Context: an optimization exercise on an open-source flow, tuned for small area, a short achievable clock period and few clock cycles per item. The choices shown serve that exercise and are no tape-out recipe.
Where RTL was checked, it was by simulation tests only, not by an equivalence proof against the original.
No activity file was given, so power comes from the tool's default toggle rates.

Design join_top, start of the top module:
module join_top (
  input  logic        ap_clk,
  input  logic        rst_n,
  input  logic        host_cyc,
  input  logic        host_stb,
  input  logic        host_we,
  input  logic [31:0] host_adr,
  input  logic [31:0] host_dat_w,
  output logic        host_ack,
  output logic [31:0] host_dat_r,
  output logic        mem_cyc,
  output logic        mem_stb,
  output logic        mem_we,
  output logic [31:0] mem_adr,
  output logic [31:0] mem_dat_w,
  input  logic        mem_ack,
  input  logic [31:0] mem_dat_r
);
localparam WINDOW_DEPTH    = 16;   
localparam REG_CTRL        = 8'h00;   
localparam REG_RESULT_BASE = 8'h04;
localparam REG_RESULT_MAX  = 8'h08;
localparam REG_WINDOW      = 8'h0C;   
localparam REG_STREAM      = 8'h10;   
localparam REG_STATUS      = 8'h14;
  logic        ack_q;         
  logic        ack_o;         
  logic [7:0]  wkey [WINDOW_DEPTH];
  logic [7:0]  wval [WINDOW_DEPTH];
  logic [3:0]  wr_ptr;        
  logic        wfull;         
  logic [7:0]  p_key;         
  logic [7:0]  p_sval;
  logic [15:0] p_mask;        
  logic        p_valid;       
  logic [31:0] result_base;
  logic [15:0] result_max;
  logic [15:0] count;
  logic        over;
  logic        room_q;        
  logic        rc_q;          
  logic        stb_q;         
  logic [2:0]  stb_o;         
  logic [27:0] dat_q;         
  logic [31:2] adr_q;         
  logic        adr_c;         
  logic [31:0] rd_q;
  logic [15:0] p_below;       
  logic [15:0] p_low;         
  logic [15:0] p_rest;
  logic        free, take, issue, pop;
  logic [3:0] p_grp;          
  logic [3:0] p_grp_below;    
  always_comb begin
    for (int g = 0; g < 4; g++) p_grp[g] = |p_mask[4*g +: 4];
    p_grp_below[0] = 1'b0;
    p_grp_below[1] = p_grp[0];
    p_grp_below[2] = p_grp[0] | p_grp[1];
    p_grp_below[3] = p_grp[0] | p_grp[1] | p_grp[2];
  ...
For scale: about 1,600 cells after synthesis, roughly 0.020 mm² of cells after synthesis.
==> flow/config.mk <==
export PLATFORM = sky130hd
export DESIGN_NAME = join_top
export DESIGN_NICKNAME = join_top
export VERILOG_FILES = /design/flow/design.v
export SDC_FILE = /design/flow/constraint.sdc
export NUM_CORES = 4
export LEC_CHECK = 0
export CAP_MARGIN = 20
export CORE_MARGIN = 2
export CORE_UTILIZATION = 40
export SETUP_SLACK_MARGIN = 2.8
export SLEW_MARGIN = 20
export TNS_END_PERCENT = 10
==> flow/constraint.sdc <==
create_clock -name core_clock -period 5.0 [get_ports {ap_clk}]
set_input_delay 1.0000 -clock core_clock [delete_from_list [all_inputs] [get_ports {ap_clk}]]
set_output_delay 1.0000 -clock core_clock [all_outputs]
set_load 0.01 [all_outputs]
standard.sh (not shown) runs the stock make flow with config.mk's settings and CLKGATE_MAP_FILE= SYNTH_SCRIPT=/design/flow/synth_recipe.tcl, a recipe that flattens the netlist after the stock synthesis.
==> flow/flow/run.sh <==
#!/bin/bash
# The standard layout, with the port buffers made from sky130_fd_sc_hd__buf_2
# cells instead of the cell buffer_ports picks by default. The make output goes
# to flow_make.log here; ORFS's per-step logs stay under orfs/logs.
set -euo pipefail
export BUFFER_PORTS_ARGS="-buffer_cell sky130_fd_sc_hd__buf_2"
bash standard.sh finish > flow_make.log 2>&1
The starting point completed without violations.
Testbench counts at the start, summed over its fixed seeds: cycles 7,272, items 1,432.
==> next run, changes <==
--- a/flow/design.v
+++ b/flow/design.v
@@ -79,23 +79,23 @@
   assign issue   = take && room_q;
   assign pop     = take && (!room_q || (p_rest == '0));   
   logic [15:0] wvalid, match;    
   logic [7:0]  offset;
   logic        req, a_win, a_str, acc_win, ld_str, acc_str, acc_oth, acc;
   logic        op_base, op_max, op_clr;    
   assign offset  = host_adr[7:0];
   assign req     = host_cyc && host_stb && !ack_q;
   assign a_win   = host_we && (offset == REG_WINDOW);
   assign a_str   = host_we && (offset == REG_STREAM);
   assign acc_win = req && a_win && !p_mask[wr_ptr];
-  assign ld_str  = req && a_str && !p_valid;   
+  assign ld_str  = req && a_str && (!p_valid || pop);   
   assign acc_str = ld_str || (req && a_str && !(|match));   
   assign acc_oth = req && !a_win && !a_str;
   assign acc     = acc_win || acc_str || acc_oth;
   logic win_q;
   always_ff @(posedge ap_clk or negedge rst_n) begin
     if (!rst_n) begin
       ack_q <= 1'b0;
       ack_o <= 1'b0;
       win_q   <= 1'b0;
       op_base <= 1'b0;
       op_max  <= 1'b0;
@@ -147,23 +147,23 @@
       wr_ptr <= wr_ptr + 1'b1;
       if (wr_ptr == 4'hF) wfull <= 1'b1;
     end
   end
   always_comb begin
     for (int i = 0; i < WINDOW_DEPTH; i++) begin
       wvalid[i] = wfull || (4'(i) < wr_ptr);
       match[i]  = wvalid[i] && (wkey[i] == host_dat_w[15:8]);
     end
   end
   always_ff @(posedge ap_clk) begin
-    if (!p_valid) begin
+    if (!p_valid || pop) begin
       p_key  <= host_dat_w[15:8];
       p_sval <= host_dat_w[7:0];
     end
   end
   always_ff @(posedge ap_clk or negedge rst_n) begin
     if (!rst_n) begin
       p_mask  <= '0;
       p_valid <= 1'b0;
     end else if (ld_str) begin
       p_mask  <= match;
       p_valid <= |match;
The changed run finished clean.
Sequential power fell by 5.1%.
Synthesized cell count hardly moves.
Clock power is about the same.
Setup slack degrades by 0.31 ns.
Final area fell by 1.1%.
Utilization fell by 0.45 points.
Function not checked in the second run of this note: the RTL went through the layout flow alone.

==> port drivers added, routing unchanged <==
The results above use ideal ports. As a check the final layouts listed here were re-extracted and re-timed, cells and wires unchanged. Step 1 assumes that a clkbuf_16 drives the clock port and a buf_2 every other input. Step 2 also shifts input and output timing later by t, the mid clock arrival at the registers, as if the neighbouring blocks saw the same clock. Slacks: ideal / step 1 / step 2; pairs: ideal / step 1.
| run | shift t [ns] | setup slack, ns | worst setup path after step 2 | latest minus earliest clock arrival (ns) | pins driven straight from the clock port |
|---|---|---|---|---|---|
| the first run | 0.646 | 2.489 / 2.489 / 2.114 | input to register | 0.026 / 0.026 | 1 |
| the second run | 0.639 | 2.177 / 2.177 / 1.714 | input to register | 0.028 / 0.028 | 1 |
After both steps setup and hold are still met in every run listed. The setup slack of the second run, which loses most, moves by 0.000 ns with the drivers and by -0.463 ns with both steps.
